Context: an optimization exercise on an open-source flow, tuned for small area, a short achievable clock period and few clock cycles. The choices shown serve that exercise and are no tape-out recipe.
For this run, only the layout was checked, not whether the RTL still works.
No activity file was given, so power comes from the tool's default toggle rates.

--- flow/config.mk ---
export PLATFORM = sky130hd
export DESIGN_NAME = servo_slew_position_controller
export DESIGN_NICKNAME = servo_slew_position_controller
export VERILOG_FILES = /design/flow/design.v
export SDC_FILE = /design/flow/constraint.sdc
export NUM_CORES = 4
export LEC_CHECK = 0
export CAP_MARGIN = 20
export CORE_MARGIN = 2
export CORE_UTILIZATION = 40
export SETUP_SLACK_MARGIN = 5
export SLEW_MARGIN = 20
--- flow/constraint.sdc ---
create_clock -name core_clock -period 11.0 [get_ports {i_clk}]
set_input_delay 2.2000 -clock core_clock [delete_from_list [all_inputs] [get_ports {i_clk}]]
set_output_delay 2.2000 -clock core_clock [all_outputs]
set_load 0.01 [all_outputs]
--- flow/design.v ---
`timescale 1ns / 1ps
package sspc_pkg;
    localparam int PULSE_BITS      = 12;
    localparam int ANGLE_FRAC_BITS = 4;
    localparam int PULSE_W   = PULSE_BITS;
    localparam int DEG_W     = 10;
    localparam int ANGLE_W   = 14;
    localparam int DIR_W     = 2;
    localparam int REQ_W     = 3;
    localparam int CFG_IDX_W = 3;
    localparam int CFG_DAT_W = 12;
    localparam int SCL_W   = (ANGLE_W > DEG_W + ANGLE_FRAC_BITS) ? ANGLE_W
                                                                  : DEG_W + ANGLE_FRAC_BITS;
    localparam int X_W     = SCL_W + 1;
    localparam int DEN_W   = DEG_W + 1 + ANGLE_FRAC_BITS;
    localparam int PDIFF_W = PULSE_W + 1;
    localparam int OP_A_W  = (X_W > PULSE_W + 1) ? X_W : PULSE_W + 1;
    localparam int OP_B_W  = (PDIFF_W > DEN_W) ? PDIFF_W : DEN_W;
    localparam int OP_W    = (OP_A_W > OP_B_W) ? OP_A_W : OP_B_W;
    localparam int PROD_W  = 2 * OP_W;
    localparam int NUM_W   = PROD_W + 1;
    localparam int DIV_W   = NUM_W - 1;
    localparam int REM_W   = DEN_W + 1;
    localparam int CNT_W   = $clog2(DIV_W + 1);
    localparam logic signed [DEG_W-1:0] DEG_LOW_RST   = 10'sd0;
    localparam logic signed [DEG_W-1:0] DEG_HIGH_RST  = 10'sd180;
    localparam logic signed [DEG_W-1:0] HOME_DEG_RST  = 10'sd90;
    localparam logic [PULSE_W-1:0]      PLS_LOW_RST   = PULSE_W'(150);
    localparam logic [PULSE_W-1:0]      PLS_HIGH_RST  = PULSE_W'(600);
    localparam logic [PULSE_W-1:0]      STEP_RST      = PULSE_W'(5);
    localparam logic [PULSE_W-1:0]      PULSE_RST     = PULSE_W'(375);
    typedef enum logic [REQ_W-1:0] {
        REQ_TICK   = 3'd0,
        REQ_ABS    = 3'd1,
        REQ_REL    = 3'd2,
        REQ_ROTATE = 3'd3,
        REQ_STOP   = 3'd4,
        REQ_HOME   = 3'd5
    } t_req;
    typedef enum logic [CFG_IDX_W-1:0] {
        CFG_DEG_LOW  = 3'd0,
        CFG_DEG_HIGH = 3'd1,
        CFG_PLS_LOW  = 3'd2,
        CFG_PLS_HIGH = 3'd3,
        CFG_STEP     = 3'd4,
        CFG_HOME_DEG = 3'd5
    } t_cfg_idx;
    typedef enum logic [2:0] {
        ST_IDLE,
        ST_MUL_NUM,
        ST_MUL_OFS,
        ST_PREP,
        ST_DIV,
        ST_POST,
        ST_OUT
    } t_state;
endpackage
`timescale 1ns / 1ps
import sspc_pkg::*;
module servo_slew_position_controller
(
    input  logic                        i_clk,
    input  logic                        i_rst_n,
    input  logic                        i_in_valid,
    output logic                        o_in_stall,
    input  logic [sspc_pkg::REQ_W-1:0] i_req_type,
    input  logic signed [sspc_pkg::ANGLE_W-1:0] i_angle,
    input  logic signed [sspc_pkg::DIR_W-1:0] i_direction,
    output logic                        o_out_valid,
    input  logic                        i_out_stall,
    output logic [sspc_pkg::PULSE_W-1:0] o_pulse_width,
    output logic [sspc_pkg::PULSE_W-1:0] o_target_width,
    output logic                        o_pwm_write,
    input  logic                        i_cfg_valid,
    output logic                        o_cfg_ready,
    input  logic [sspc_pkg::CFG_IDX_W-1:0] i_cfg_index,
    input  logic [sspc_pkg::CFG_DAT_W-1:0] i_cfg_data
);
    localparam logic [2:0] OP_NOP  = 3'd0;
    localparam logic [2:0] OP_TICK = 3'd1;
    localparam logic [2:0] OP_MAP  = 3'd2;    
    localparam logic [2:0] OP_REL  = 3'd3;    
    localparam logic [2:0] OP_CUR  = 3'd4;    
    localparam logic [2:0] OP_PL   = 3'd5;    
    localparam logic [2:0] OP_PH   = 3'd6;    
    localparam logic [2:0] OP_SET  = 3'd7;    
    logic signed [9:0]  r_deg_low, r_deg_high, r_home;
    logic [11:0]        r_pls_low, r_pls_high, r_step;
    always_ff @(posedge i_clk) begin
        if (!i_rst_n) begin
            r_deg_low  <= DEG_LOW_RST;
            r_deg_high <= DEG_HIGH_RST;
            r_pls_low  <= PLS_LOW_RST;
            r_pls_high <= PLS_HIGH_RST;
            r_step     <= STEP_RST;
            r_home     <= HOME_DEG_RST;
        end else if (i_cfg_valid) begin
            case (i_cfg_index)
                3'd0: r_deg_low  <= $signed(i_cfg_data[9:0]);
                3'd1: r_deg_high <= $signed(i_cfg_data[9:0]);
                3'd2: r_pls_low  <= i_cfg_data;
                3'd3: r_pls_high <= i_cfg_data;
                3'd4: r_step     <= i_cfg_data;
                3'd5: r_home     <= $signed(i_cfg_data[9:0]);
                default: ;
            endcase
        end
    end
    logic signed [10:0] dd_c, hd_c;
    logic signed [12:0] pd_c;
    logic        c_dz, c_dneg, c_pneg, c_hneg;
    logic [9:0]  c_den, c_hmag;
    logic [11:0] c_pmag;
    assign dd_c = 11'(r_deg_high) - 11'(r_deg_low);
    assign hd_c = 11'(r_home) - 11'(r_deg_low);
    assign pd_c = $signed({1'b0, r_pls_high}) - $signed({1'b0, r_pls_low});
    always_ff @(posedge i_clk) begin
        c_dz   <= (dd_c == 11'sd0);
        c_dneg <= dd_c[10];
        c_den  <= dd_c[10] ? 10'(-dd_c) : dd_c[9:0];
        c_hneg <= hd_c[10];
        c_hmag <= hd_c[10] ? 10'(-hd_c) : hd_c[9:0];
        c_pneg <= pd_c[12];
        c_pmag <= pd_c[12] ? 12'(-pd_c) : pd_c[11:0];
    end
    logic [11:0] r_cur, r_tgt;
    logic        r_wr, r_ov;
    logic        k_v;
    logic [2:0]  k_op;
    logic signed [13:0] k_val;
    logic        en;
    assign en = !k_v;
    assign o_cfg_ready    = 1'b1;
    assign o_in_stall     = k_v;
    assign o_out_valid    = r_ov;
    assign o_pulse_width  = r_cur;
    assign o_target_width = r_tgt;
    assign o_pwm_write    = r_wr;
    logic        p0_v;
    logic [2:0]  p0_ty;
    logic signed [13:0] p0_ang;
    logic signed [1:0]  p0_dir;
    always_ff @(posedge i_clk) begin
        if (!i_rst_n) begin
            p0_v <= 1'b0;
        end else if (en) begin
            p0_v <= i_in_valid;
        end
    end
    always_ff @(posedge i_clk) begin
        if (en) begin
            p0_ty  <= i_req_type;
            p0_ang <= i_angle;
            p0_dir <= i_direction;
        end
    end
    logic [2:0] c0_op_1;
    always_comb begin
        case (p0_ty)
            3'd0: c0_op_1 = OP_TICK;
            3'd1, 3'd5: c0_op_1 = c_dz ? OP_NOP : OP_MAP;
            3'd2: c0_op_1 = c_dz ? OP_NOP : OP_REL;
            3'd3: c0_op_1 = p0_dir[1] ? OP_PL : (p0_dir != 2'sd0) ? OP_PH : OP_CUR;
            3'd4: c0_op_1 = OP_CUR;
            default: c0_op_1 = OP_NOP;
        endcase
    end
    logic signed [14:0] c0_x_2;
    assign c0_x_2 = 15'(p0_ang) - (15'(r_deg_low) <<< 4);
    logic [13:0] c0_a_3;
    logic c0_sx_4;
    always_comb begin
        case (p0_ty)
            3'd1: begin c0_a_3 = c0_x_2[14] ? 14'(-c0_x_2) : c0_x_2[13:0]; c0_sx_4 = c0_x_2[14]; end
            3'd5: begin c0_a_3 = {c_hmag, 4'b0}; c0_sx_4 = c_hneg; end
            default: begin c0_a_3 = p0_ang[13] ? 14'(-p0_ang) : p0_ang; c0_sx_4 = p0_ang[13]; end
        endcase
    end
    logic c0_s_5;
    assign c0_s_5 = c0_sx_4 ^ c_dneg ^ c_pneg;
    logic [13:0] p1_a;
    logic [2:0] p1_op;
    logic p1_s;
    logic p1_v;
    always_ff @(posedge i_clk) begin
        if (!i_rst_n) begin
            p1_v <= 1'b0;
        end else if (en) begin
            p1_v <= p0_v;
        end
    end
    always_ff @(posedge i_clk) begin
        if (en) begin
            p1_a <= c0_a_3;
            p1_op <= c0_op_1;
            p1_s <= c0_s_5;
        end
    end
    logic [25:0] c1_prod_6;
    assign c1_prod_6 = 26'(p1_a) * 26'(c_pmag);
    logic [21:0] c1_m_7;
    assign c1_m_7 = c1_prod_6[25:4];
    logic [21:0] p2_m;
    logic [2:0] p2_op;
    logic p2_s;
    logic p2_v;
    always_ff @(posedge i_clk) begin
        if (!i_rst_n) begin
            p2_v <= 1'b0;
        end else if (en) begin
            p2_v <= p1_v;
        end
    end
    always_ff @(posedge i_clk) begin
        if (en) begin
            p2_m <= c1_m_7;
            p2_op <= p1_op;
            p2_s <= p1_s;
        end
    end
    logic c2_ovf_8;
    assign c2_ovf_8 = (p2_m[21:12] >= c_den);
    logic [9:0] c2_rem_9;
    assign c2_rem_9 = p2_m[21:12];
    logic [11:0] c2_ml_10;
    assign c2_ml_10 = p2_m[11:0];
    logic [10:0] c2_t11_11;
    assign c2_t11_11 = {c2_rem_9, c2_ml_10[11]};
    logic [11:0] c2_r11_12;
    assign c2_r11_12 = {1'b0, c2_t11_11} - {2'b0, c_den};
    logic c2_ge11_13;
    assign c2_ge11_13 = !c2_r11_12[11];
    logic c2_q_14;
    assign c2_q_14 = c2_ge11_13;
    logic [9:0] c2_rem_15;
    assign c2_rem_15 = c2_ge11_13 ? c2_r11_12[9:0] : c2_t11_11[9:0];
    logic [10:0] c2_ml_16;
    assign c2_ml_16 = c2_ml_10[10:0];
    logic [10:0] c2_t10_17;
    assign c2_t10_17 = {c2_rem_15, c2_ml_16[10]};
    logic [11:0] c2_r10_18;
    assign c2_r10_18 = {1'b0, c2_t10_17} - {2'b0, c_den};
    logic c2_ge10_19;
    assign c2_ge10_19 = !c2_r10_18[11];
    logic [1:0] c2_q_20;
    assign c2_q_20 = {c2_q_14, c2_ge10_19};
    logic [9:0] c2_rem_21;
    assign c2_rem_21 = c2_ge10_19 ? c2_r10_18[9:0] : c2_t10_17[9:0];
    logic [9:0] c2_ml_22;
    assign c2_ml_22 = c2_ml_16[9:0];
    logic [9:0] p3_ml;
    logic [2:0] p3_op;
    logic p3_ovf;
    logic [1:0] p3_q;
    logic [9:0] p3_rem;
    logic p3_s;
    logic p3_v;
    always_ff @(posedge i_clk) begin
        if (!i_rst_n) begin
            p3_v <= 1'b0;
        end else if (en) begin
            p3_v <= p2_v;
        end
    end
    always_ff @(posedge i_clk) begin
        if (en) begin
            p3_ml <= c2_ml_22;
            p3_op <= p2_op;
            p3_ovf <= c2_ovf_8;
            p3_q <= c2_q_20;
            p3_rem <= c2_rem_21;
            p3_s <= p2_s;
        end
    end
    logic [10:0] c3_t9_23;
    assign c3_t9_23 = {p3_rem, p3_ml[9]};
    logic [11:0] c3_r9_24;
    assign c3_r9_24 = {1'b0, c3_t9_23} - {2'b0, c_den};
    logic c3_ge9_25;
    assign c3_ge9_25 = !c3_r9_24[11];
    logic [2:0] c3_q_26;
    assign c3_q_26 = {p3_q, c3_ge9_25};
    logic [9:0] c3_rem_27;
    assign c3_rem_27 = c3_ge9_25 ? c3_r9_24[9:0] : c3_t9_23[9:0];
    logic [8:0] c3_ml_28;
    assign c3_ml_28 = p3_ml[8:0];
    logic [10:0] c3_t8_29;
    assign c3_t8_29 = {c3_rem_27, c3_ml_28[8]};
    logic [11:0] c3_r8_30;
    assign c3_r8_30 = {1'b0, c3_t8_29} - {2'b0, c_den};
    logic c3_ge8_31;
    assign c3_ge8_31 = !c3_r8_30[11];
    logic [3:0] c3_q_32;
    assign c3_q_32 = {c3_q_26, c3_ge8_31};
    logic [9:0] c3_rem_33;
    assign c3_rem_33 = c3_ge8_31 ? c3_r8_30[9:0] : c3_t8_29[9:0];
    logic [7:0] c3_ml_34;
    assign c3_ml_34 = c3_ml_28[7:0];
    logic [7:0] p4_ml;
    logic [2:0] p4_op;
    logic p4_ovf;
    logic [3:0] p4_q;
    logic [9:0] p4_rem;
    logic p4_s;
    logic p4_v;
    always_ff @(posedge i_clk) begin
        if (!i_rst_n) begin
            p4_v <= 1'b0;
        end else if (en) begin
            p4_v <= p3_v;
        end
    end
    always_ff @(posedge i_clk) begin
        if (en) begin
            p4_ml <= c3_ml_34;
            p4_op <= p3_op;
            p4_ovf <= p3_ovf;
            p4_q <= c3_q_32;
            p4_rem <= c3_rem_33;
            p4_s <= p3_s;
        end
    end
    logic [10:0] c4_t7_35;
    assign c4_t7_35 = {p4_rem, p4_ml[7]};
    logic [11:0] c4_r7_36;
    assign c4_r7_36 = {1'b0, c4_t7_35} - {2'b0, c_den};
    logic c4_ge7_37;
    assign c4_ge7_37 = !c4_r7_36[11];
    logic [4:0] c4_q_38;
    assign c4_q_38 = {p4_q, c4_ge7_37};
    logic [9:0] c4_rem_39;
    assign c4_rem_39 = c4_ge7_37 ? c4_r7_36[9:0] : c4_t7_35[9:0];
    logic [6:0] c4_ml_40;
    assign c4_ml_40 = p4_ml[6:0];
    logic [10:0] c4_t6_41;
    assign c4_t6_41 = {c4_rem_39, c4_ml_40[6]};
    logic [11:0] c4_r6_42;
    assign c4_r6_42 = {1'b0, c4_t6_41} - {2'b0, c_den};
    logic c4_ge6_43;
    assign c4_ge6_43 = !c4_r6_42[11];
    logic [5:0] c4_q_44;
    assign c4_q_44 = {c4_q_38, c4_ge6_43};
    logic [9:0] c4_rem_45;
    assign c4_rem_45 = c4_ge6_43 ? c4_r6_42[9:0] : c4_t6_41[9:0];
    logic [5:0] c4_ml_46;
    assign c4_ml_46 = c4_ml_40[5:0];
    logic [5:0] p5_ml;
    logic [2:0] p5_op;
    logic p5_ovf;
    logic [5:0] p5_q;
    logic [9:0] p5_rem;
    logic p5_s;
    logic p5_v;
    always_ff @(posedge i_clk) begin
        if (!i_rst_n) begin
            p5_v <= 1'b0;
        end else if (en) begin
            p5_v <= p4_v;
        end
    end
    always_ff @(posedge i_clk) begin
        if (en) begin
            p5_ml <= c4_ml_46;
            p5_op <= p4_op;
            p5_ovf <= p4_ovf;
            p5_q <= c4_q_44;
            p5_rem <= c4_rem_45;
            p5_s <= p4_s;
        end
    end
    logic [10:0] c5_t5_47;
    assign c5_t5_47 = {p5_rem, p5_ml[5]};
    logic [11:0] c5_r5_48;
    assign c5_r5_48 = {1'b0, c5_t5_47} - {2'b0, c_den};
    logic c5_ge5_49;
    assign c5_ge5_49 = !c5_r5_48[11];
    logic [6:0] c5_q_50;
    assign c5_q_50 = {p5_q, c5_ge5_49};
    logic [9:0] c5_rem_51;
    assign c5_rem_51 = c5_ge5_49 ? c5_r5_48[9:0] : c5_t5_47[9:0];
    logic [4:0] c5_ml_52;
    assign c5_ml_52 = p5_ml[4:0];
    logic [10:0] c5_t4_53;
    assign c5_t4_53 = {c5_rem_51, c5_ml_52[4]};
    logic [11:0] c5_r4_54;
    assign c5_r4_54 = {1'b0, c5_t4_53} - {2'b0, c_den};
    logic c5_ge4_55;
    assign c5_ge4_55 = !c5_r4_54[11];
    logic [7:0] c5_q_56;
    assign c5_q_56 = {c5_q_50, c5_ge4_55};
    logic [9:0] c5_rem_57;
    assign c5_rem_57 = c5_ge4_55 ? c5_r4_54[9:0] : c5_t4_53[9:0];
    logic [3:0] c5_ml_58;
    assign c5_ml_58 = c5_ml_52[3:0];
    logic [3:0] p6_ml;
    logic [2:0] p6_op;
    logic p6_ovf;
    logic [7:0] p6_q;
    logic [9:0] p6_rem;
    logic p6_s;
    logic p6_v;
    always_ff @(posedge i_clk) begin
        if (!i_rst_n) begin
            p6_v <= 1'b0;
        end else if (en) begin
            p6_v <= p5_v;
        end
    end
    always_ff @(posedge i_clk) begin
        if (en) begin
            p6_ml <= c5_ml_58;
            p6_op <= p5_op;
            p6_ovf <= p5_ovf;
            p6_q <= c5_q_56;
            p6_rem <= c5_rem_57;
            p6_s <= p5_s;
        end
    end
    logic [10:0] c6_t3_59;
    assign c6_t3_59 = {p6_rem, p6_ml[3]};
    logic [11:0] c6_r3_60;
    assign c6_r3_60 = {1'b0, c6_t3_59} - {2'b0, c_den};
    logic c6_ge3_61;
    assign c6_ge3_61 = !c6_r3_60[11];
    logic [8:0] c6_q_62;
    assign c6_q_62 = {p6_q, c6_ge3_61};
    logic [9:0] c6_rem_63;
    assign c6_rem_63 = c6_ge3_61 ? c6_r3_60[9:0] : c6_t3_59[9:0];
    logic [2:0] c6_ml_64;
    assign c6_ml_64 = p6_ml[2:0];
    logic [10:0] c6_t2_65;
    assign c6_t2_65 = {c6_rem_63, c6_ml_64[2]};
    logic [11:0] c6_r2_66;
    assign c6_r2_66 = {1'b0, c6_t2_65} - {2'b0, c_den};
    logic c6_ge2_67;
    assign c6_ge2_67 = !c6_r2_66[11];
    logic [9:0] c6_q_68;
    assign c6_q_68 = {c6_q_62, c6_ge2_67};
    logic [9:0] c6_rem_69;
    assign c6_rem_69 = c6_ge2_67 ? c6_r2_66[9:0] : c6_t2_65[9:0];
    logic [1:0] c6_ml_70;
    assign c6_ml_70 = c6_ml_64[1:0];
    logic [1:0] p7_ml;
    logic [2:0] p7_op;
    logic p7_ovf;
    logic [9:0] p7_q;
    logic [9:0] p7_rem;
    logic p7_s;
    logic p7_v;
    always_ff @(posedge i_clk) begin
        if (!i_rst_n) begin
            p7_v <= 1'b0;
        end else if (en) begin
            p7_v <= p6_v;
        end
    end
    always_ff @(posedge i_clk) begin
        if (en) begin
            p7_ml <= c6_ml_70;
            p7_op <= p6_op;
            p7_ovf <= p6_ovf;
            p7_q <= c6_q_68;
            p7_rem <= c6_rem_69;
            p7_s <= p6_s;
        end
    end
    logic [10:0] c7_t1_71;
    assign c7_t1_71 = {p7_rem, p7_ml[1]};
    logic [11:0] c7_r1_72;
    assign c7_r1_72 = {1'b0, c7_t1_71} - {2'b0, c_den};
    logic c7_ge1_73;
    assign c7_ge1_73 = !c7_r1_72[11];
    logic [10:0] c7_q_74;
    assign c7_q_74 = {p7_q, c7_ge1_73};
    logic [9:0] c7_rem_75;
    assign c7_rem_75 = c7_ge1_73 ? c7_r1_72[9:0] : c7_t1_71[9:0];
    logic c7_ml_76;
    assign c7_ml_76 = p7_ml[0];
    logic [10:0] c7_t0_77;
    assign c7_t0_77 = {c7_rem_75, c7_ml_76};
    logic [11:0] c7_r0_78;
    assign c7_r0_78 = {1'b0, c7_t0_77} - {2'b0, c_den};
    logic c7_ge0_79;
    assign c7_ge0_79 = !c7_r0_78[11];
    logic [11:0] c7_q_80;
    assign c7_q_80 = {c7_q_74, c7_ge0_79};
    logic [2:0] p8_op;
    logic p8_ovf;
    logic [11:0] p8_q;
    logic p8_s;
    logic p8_v;
    always_ff @(posedge i_clk) begin
        if (!i_rst_n) begin
            p8_v <= 1'b0;
        end else if (en) begin
            p8_v <= p7_v;
        end
    end
    always_ff @(posedge i_clk) begin
        if (en) begin
            p8_op <= p7_op;
            p8_ovf <= p7_ovf;
            p8_q <= c7_q_80;
            p8_s <= p7_s;
        end
    end
    logic [12:0] c8_qsat_81;
    assign c8_qsat_81 = p8_ovf ? 13'd4096 : {1'b0, p8_q};
    logic [12:0] c8_pv_82;
    assign c8_pv_82 = {1'b0, r_pls_low} + c8_qsat_81;
    logic [12:0] c8_plo_83;
    assign c8_plo_83 = p8_s ? {1'b0, r_pls_low} : c8_pv_82;
    logic [11:0] c8_tmap_84;
    assign c8_tmap_84 = (c8_plo_83 > {1'b0, r_pls_high}) ? r_pls_high : c8_plo_83[11:0];
    logic signed [13:0] c8_val_85;
    logic [2:0] c8_op2_86;
    always_comb begin
        c8_op2_86 = p8_op;
        c8_val_85 = p8_s ? -$signed({1'b0, c8_qsat_81}) : $signed({1'b0, c8_qsat_81});
        case (p8_op)
            OP_MAP: begin c8_op2_86 = OP_SET; c8_val_85 = $signed({2'b0, c8_tmap_84}); end
            OP_PL:  begin c8_op2_86 = OP_SET; c8_val_85 = $signed({2'b0, r_pls_low}); end
            OP_PH:  begin c8_op2_86 = OP_SET; c8_val_85 = $signed({2'b0, r_pls_high}); end
            default: ;
        endcase
    end
    logic [2:0] p9_op;
    logic p9_v;
    logic signed [13:0] p9_val;
    always_ff @(posedge i_clk) begin
        if (!i_rst_n) begin
            p9_v <= 1'b0;
        end else if (en) begin
            p9_v <= p8_v;
        end
    end
    always_ff @(posedge i_clk) begin
        if (en) begin
            p9_op <= c8_op2_86;
            p9_val <= c8_val_85;
        end
    end
    logic        f_free, i_v;
    logic [2:0]  i_op;
    logic signed [13:0] i_val;
    assign f_free = !r_ov || !i_out_stall;
    assign i_v    = k_v ? 1'b1  : p9_v;
    assign i_op   = k_v ? k_op  : p9_op;
    assign i_val  = k_v ? k_val : p9_val;
    always_ff @(posedge i_clk) begin
        if (!i_rst_n) begin
            k_v <= 1'b0;
        end else begin
            k_v <= i_v && !f_free;
        end
    end
    always_ff @(posedge i_clk) begin
        if (!k_v) begin
            k_op  <= p9_op;
            k_val <= p9_val;
        end
    end
    logic [12:0]        cp;
    logic signed [12:0] cm;
    logic [11:0]        tick_cur;
    assign cp = {1'b0, r_cur} + {1'b0, r_step};
    assign cm = $signed({1'b0, r_cur}) - $signed({1'b0, r_step});
    logic signed [13:0] over_hi, under_lo;
    assign over_hi  = $signed({2'b0, r_tgt}) - $signed({2'b0, r_cur}) - $signed({2'b0, r_step});
    assign under_lo = $signed({2'b0, r_tgt}) - $signed({2'b0, r_cur}) + $signed({2'b0, r_step});
    assign tick_cur = (over_hi > 14'sd0) ? cp[11:0] : under_lo[13] ? cm[11:0] : r_tgt;
    logic signed [13:0] rel_s;
    logic [11:0]        rel_t;
    assign rel_s = $signed({2'b0, r_tgt}) + i_val;
    assign rel_t = rel_s[13] ? 12'd0 : rel_s[12] ? 12'hfff : rel_s[11:0];
    always_ff @(posedge i_clk) begin
        if (!i_rst_n) begin
            r_ov  <= 1'b0;
            r_wr  <= 1'b0;
            r_cur <= PULSE_RST;
            r_tgt <= PULSE_RST;
        end else if (f_free) begin
            r_ov <= i_v;
            if (i_v) begin
                r_wr <= (i_op == OP_TICK);
                case (i_op)
                    OP_TICK: r_cur <= tick_cur;
                    OP_SET:  r_tgt <= i_val[11:0];
                    OP_REL:  r_tgt <= rel_t;
                    OP_CUR:  r_tgt <= r_cur;
                    default: ;
                endcase
            end
        end
    end
endmodule
--- flow/run.sh ---
#!/bin/bash
# synth_recipe.tcl (not shown) runs the flow's synth.tcl, then flattens the netlist and writes it again
# the make line also repeats each setting of config.mk as NAME=value (left out here)
make -C /OpenROAD-flow-scripts/flow DESIGN_CONFIG=/design/flow/config.mk WORK_HOME=/design/flow/orfs CLKGATE_MAP_FILE= SYNTH_SCRIPT=/design/flow/synth_recipe.tcl finish
==> results.txt <==
==> sequential cells by signal, summed over array words and instances, names as in the netlist, 12 cells and up <==
signal      cells
c_pmag         12
k_val          14
p0_ang         14
p1_a           14
p2_m           22
p8_q           12
p9_val         14
r_cur          12
r_pls_high     12
r_pls_low      12
r_step         12
r_tgt          12
==> power breakdown <==
part	total, W	switching [W]	internal (W)
Combinational	0.00800	0.00425	0.00375
Clock	0.00152	0.000653	0.000864
Sequential	0.00261	0.000246	0.00236
==> layout make-up <==
type	instances	area, sq um	share of cell area
Clock inverter	24	218	0.00624
Timing Repair Buffer	104	936	0.0268
Tap cell	1040	1300	0.0373
Inverter	366	1380	0.0395
Clock buffer	61	1290	0.0370
Multi-Input combinational cell	2488	19700	0.564
Sequential cell	388	10100	0.290
==> cells in the mapped netlist (50+ instances only) <==
library cell,n
sky130_fd_sc_hd__a21boi_0,64
sky130_fd_sc_hd__a21o_1,56
sky130_fd_sc_hd__a21oi_1,139
sky130_fd_sc_hd__and2_1,85
sky130_fd_sc_hd__clkbuf_1,79
sky130_fd_sc_hd__dfxtp_1,156
sky130_fd_sc_hd__edfxtp_1,232
sky130_fd_sc_hd__fa_1,141
sky130_fd_sc_hd__ha_1,337
sky130_fd_sc_hd__inv_1,365
sky130_fd_sc_hd__mux2_2,77
sky130_fd_sc_hd__mux2i_1,50
sky130_fd_sc_hd__nand2_1,402
sky130_fd_sc_hd__nand3_1,59
sky130_fd_sc_hd__nor2_1,158
sky130_fd_sc_hd__nor2b_1,70
sky130_fd_sc_hd__nor3_1,59
sky130_fd_sc_hd__o21ai_0,167
sky130_fd_sc_hd__xnor2_1,134
sky130_fd_sc_hd__xor2_1,66
==> path summary, 6_finish.rpt <==
| check | from | end | slack, ns | cells after the start |
|---|---|---|---|---|
| max | p1_a[5]$_DFFE_PN_ | p2_m[21]$_DFFE_PN_ | 5.28 | 19 |
| min | p4_ml[4]$_DFFE_PN_ | p5_ml[4]$_DFFE_PN_ | 0.41 | 0 |
| max reg2reg | p1_a[5]$_DFFE_PN_ | p2_m[21]$_DFFE_PN_ | 5.28 | 19 |
| min reg2reg | p4_ml[4]$_DFFE_PN_ | p5_ml[4]$_DFFE_PN_ | 0.41 | 0 |
==> layer usage <==
metal	GRT usage	up-vias	wire length, um
met4	0.0443	0	1440
li1	-	11721	-
met5	0	-	0
met3	0.0223	89	2980
met1	0.262	10860	36200
met2	0.293	420	32900
==> layout by cell type (no fill, tap or decap), types with 12 or more instances in the layout <==
master                              n
sky130_fd_sc_hd__and2_1            85
sky130_fd_sc_hd__o21ai_0          165
sky130_fd_sc_hd__a211oi_1          22
sky130_fd_sc_hd__xnor2_1          134
sky130_fd_sc_hd__nor3b_1           16
sky130_fd_sc_hd__nor2b_1           70
sky130_fd_sc_hd__nor3_1            59
sky130_fd_sc_hd__nor2_1           157
sky130_fd_sc_hd__buf_4             38
sky130_fd_sc_hd__o31ai_1           21
sky130_fd_sc_hd__mux2i_1           50
sky130_fd_sc_hd__mux2_2            77
sky130_fd_sc_hd__edfxtp_1         232
sky130_fd_sc_hd__xor2_1            66
sky130_fd_sc_hd__a21o_1            55
sky130_fd_sc_hd__o21ai_1           12
sky130_fd_sc_hd__nand2b_1          33
sky130_fd_sc_hd__o221ai_1          15
sky130_fd_sc_hd__a31oi_1           35
sky130_fd_sc_hd__fa_1             141
sky130_fd_sc_hd__o211ai_1          30
sky130_fd_sc_hd__a21oi_1          138
sky130_fd_sc_hd__o21bai_1          25
sky130_fd_sc_hd__clkbuf_16         48
sky130_fd_sc_hd__nand2_1          402
sky130_fd_sc_hd__or3_1             26
sky130_fd_sc_hd__and3_1            14
sky130_fd_sc_hd__dfxtp_1          147
sky130_fd_sc_hd__o21a_1            22
sky130_fd_sc_hd__a22oi_1           14
sky130_fd_sc_hd__ha_1             337
sky130_fd_sc_hd__nand3_1           59
sky130_fd_sc_hd__a21boi_0          64
sky130_fd_sc_hd__clkdlybuf4s50_1   64
sky130_fd_sc_hd__inv_1            364
==> kinds of logic after synthesis <==
kind of cell / Yosys count / share of synthesized area
AO/OA/AOI/OAI: 715 / 0.152
XOR/XNOR: 200 / 0.0556
adder cells (fa/ha/maj): 478 / 0.224
buffers and inverters: 464 / 0.0567
flip-flops: 388 / 0.320
multiplexers: 134 / 0.0468
other: 1 / 0.000119
AND/OR/NAND/NOR: 960 / 0.145
==> worst max-delay path, delay by kind of cell, from the launching register on <==
family,cells,cell delay (ns)
fa+ha+maj,6,3.00
compound gates,5,1.18
flops,1,0.51
simple gates,3,0.47
buf+inv,4,0.22
xor+xnor,1,0.09
==> stage by stage <==
step | std cells | setup WS, ns | power (W) | cell area (sq um)
final | 4471 | 5.28 | 0.0121 | 34900
after global routing | 4471 | 5.00 | 0.0134 | 34900
after CTS | 4453 | 5.06 | 0.0122 | 34700
after detailed placement | 4368 | 4.97 | 0.0106 | 33200
after global placement | 4368 | 4.98 | 0.0105 | 33200
after floorplan | 3340 | 5.40 | 0.00905 | 31500
==> what timing repair did <==
item                                    CTS  global route
endpoints found under the setup margin    7            54
gates resized for setup                   1            17
pin swaps                                 0             1
buffers inserted                          0            17
==> parameters.txt <==
Parameter                              Value

Outcome
  Status ... no timing/DRC/antenna violations

Job
  Count of max-cap constraint violations ... 0

Final layout
  Ant. Diodes ... 0
  Count of nets after finishing ... 3911
  Synthesis-to-layout area growth ... 10.8%
  Final core utilization ... 0.449
  Layout filler cell count ... 7544
  Share of post-route cells with drive strength above 1 ... 0.0752

Floorplanning
  Area inside the core boundary ... 77700 sq um
  Number of top-level design ports ... 67
  Starting Density ... 0.405
  Die X-Extent ... 285 um
  Floorplan die area ... 81000 sq um
  Floorplan row count ... 102
  Die boundary height ... 285 um

STA
  Achievable Freq ... 175 MHz
  Final slew viol count ... 0
  Worst slew margin relative to its limit ... 0.274
  Unrepaired setup endpoints after global routing ... no
  Tightest hold margin ... 0.413 ns
  Worst slew pin tran ... 1.09 ns
  Max Clock Skew ... 0.0208 ns
  Hold violation count in the final report ... 0
  Clock period minus final worst setup slack ... 5.72 ns
  Post-Route Setup TNS ... 0 ns
  Period utilization ... 0.520
  Count of final setup violators ... 0

Drt
  DRC violations left ... 0
  WL per Instance ... 16.5 um
  Drt total wl ... 73600 um
  Drt pass-1 iters ... 6
  Initial DRC count ... 1632
  Total via count after detailed routing ... 23090
  Final antenna-violating net count ... 0
  Routed vias/inst ... 5.16

Clock tree
  Clock buffer count from CTS ... 46
  Insertion delay of the later-clocked pin in the worst-skew pair ... 0.60 ns
  Clk slew on worst S/H paths ... 0.06 ns
  CTS tree ... yes
  H-tree levels ... 2
  Cell chosen for the clock root ... sky130_fd_sc_hd__clkbuf_16
  Count of clock tree sinks ... 388
  Maximum root-to-sink buffer count ... 3
  Hold-fix buffers, CTS ... 0

Synth
  Share of the synthesized area in the top cell type ... 0.221
  Dominant cell type by area after synthesis ... sky130_fd_sc_hd__edfxtp_1
  Syn Std Cell Area ... 31500 sq um
  Portion of the post-synthesis area used by sequential elements ... 0.320
  Number of enable-type register cells in the synthesized netlist ... 232
  Synth cell types ... 95
  Synthesized net count ... 3857
  Post-synthesis async set-or-reset flop share ... 0
  Number of storage elements in the synthesis netlist ... 388
  Most common flop cell mapped by yosys ... sky130_fd_sc_hd__edfxtp_1
  Top cells by area, synth ... sky130_fd_sc_hd__edfxtp_1 22%, sky130_fd_sc_hd__ha_1 13%, sky130_fd_sc_hd__dfxtp_1 9.9%, sky130_fd_sc_hd__fa_1 9.0%, sky130_fd_sc_hd__nand2_1 4.8%
  Avg Synthesized Cell Area ... 9.43 sq um
  Yosys Warn Count ... 1
  Post-Syn Instances ... 3340

Setup path
  Path type of the worst setup path ... flop to flop
  CP max stage cell ... sky130_fd_sc_hd__fa_1
  Slowest stage delay, CP ... 0.56 ns
  Largest fanout on the critical path ... 7
  Data required time of the critical path ... 11.34 ns
  Endpoint type of the worst setup path ... flop
  Cell mode on critical path ... sky130_fd_sc_hd__fa_1
  Ordered cell list for the critical path ... and2_1, fa_1, inv_1, fa_1, inv_1, fa_1, fa_1, inv_1, fa_1, inv_1, ha_1, nand3_1, o311ai_2, o41ai_4, o21ai_2, o41ai_4, nor3_2, a311oi_2, xnor2_1
  Startpoint type of the worst setup path ... flop
  Critical path arrival ... 6.06 ns

Global routing
  Vias in the first global route ... 22618
  Total routing usage reported by global routing ... 0.183
  Largest net degree at the start of global routing ... 105
  Aggregate global routing overflow ... 0
  First-pass GRT wire length ... 121000 um
  Initial antenna violation count ... 0

Place
  PortBufs ... 65
  Final HPWL from detailed placement ... 56200 um
  Weighted congestion at the end of routability-driven global placement ... 0.874

Power and ir drop
  Maximum resistive drop on vdd ... 0.000335 V
  Static leakage ... 14.9 nW
  Total power per unit cell area ... 348 nW/um^2

Hold path
  Path class of the lowest-slack min-delay path ... flop to flop

port drivers added, routing unchanged:
The results above use ideal ports. As a check the final layout listed here was re-extracted and re-timed, cells and wires unchanged. Step 1 sets driving cells, clkbuf_16 on the clock port and buf_2 on the other inputs (assumed; they add their load-dependent delay and slew). Step 2 times the ports against the registers' clock, not the clock port: input delays grow and output delays shrink by t, the midpoint of the rising clock arrivals with the driver on. Three values: ideal ports, drivers, drivers and shift; two values: the first two.
t, ns: 0.651
slack for setup (ns): 5.280 / 5.280 / 5.280
worst setup path after step 2: register to register
latest minus earliest clock arrival (ns): 0.023 / 0.023
worst data-port slew with drivers (ns): 0.06
After both steps this run still meets setup and hold. For this run, drivers alone change the setup slack by 0.000 ns; drivers and shift together by 0.000 ns.
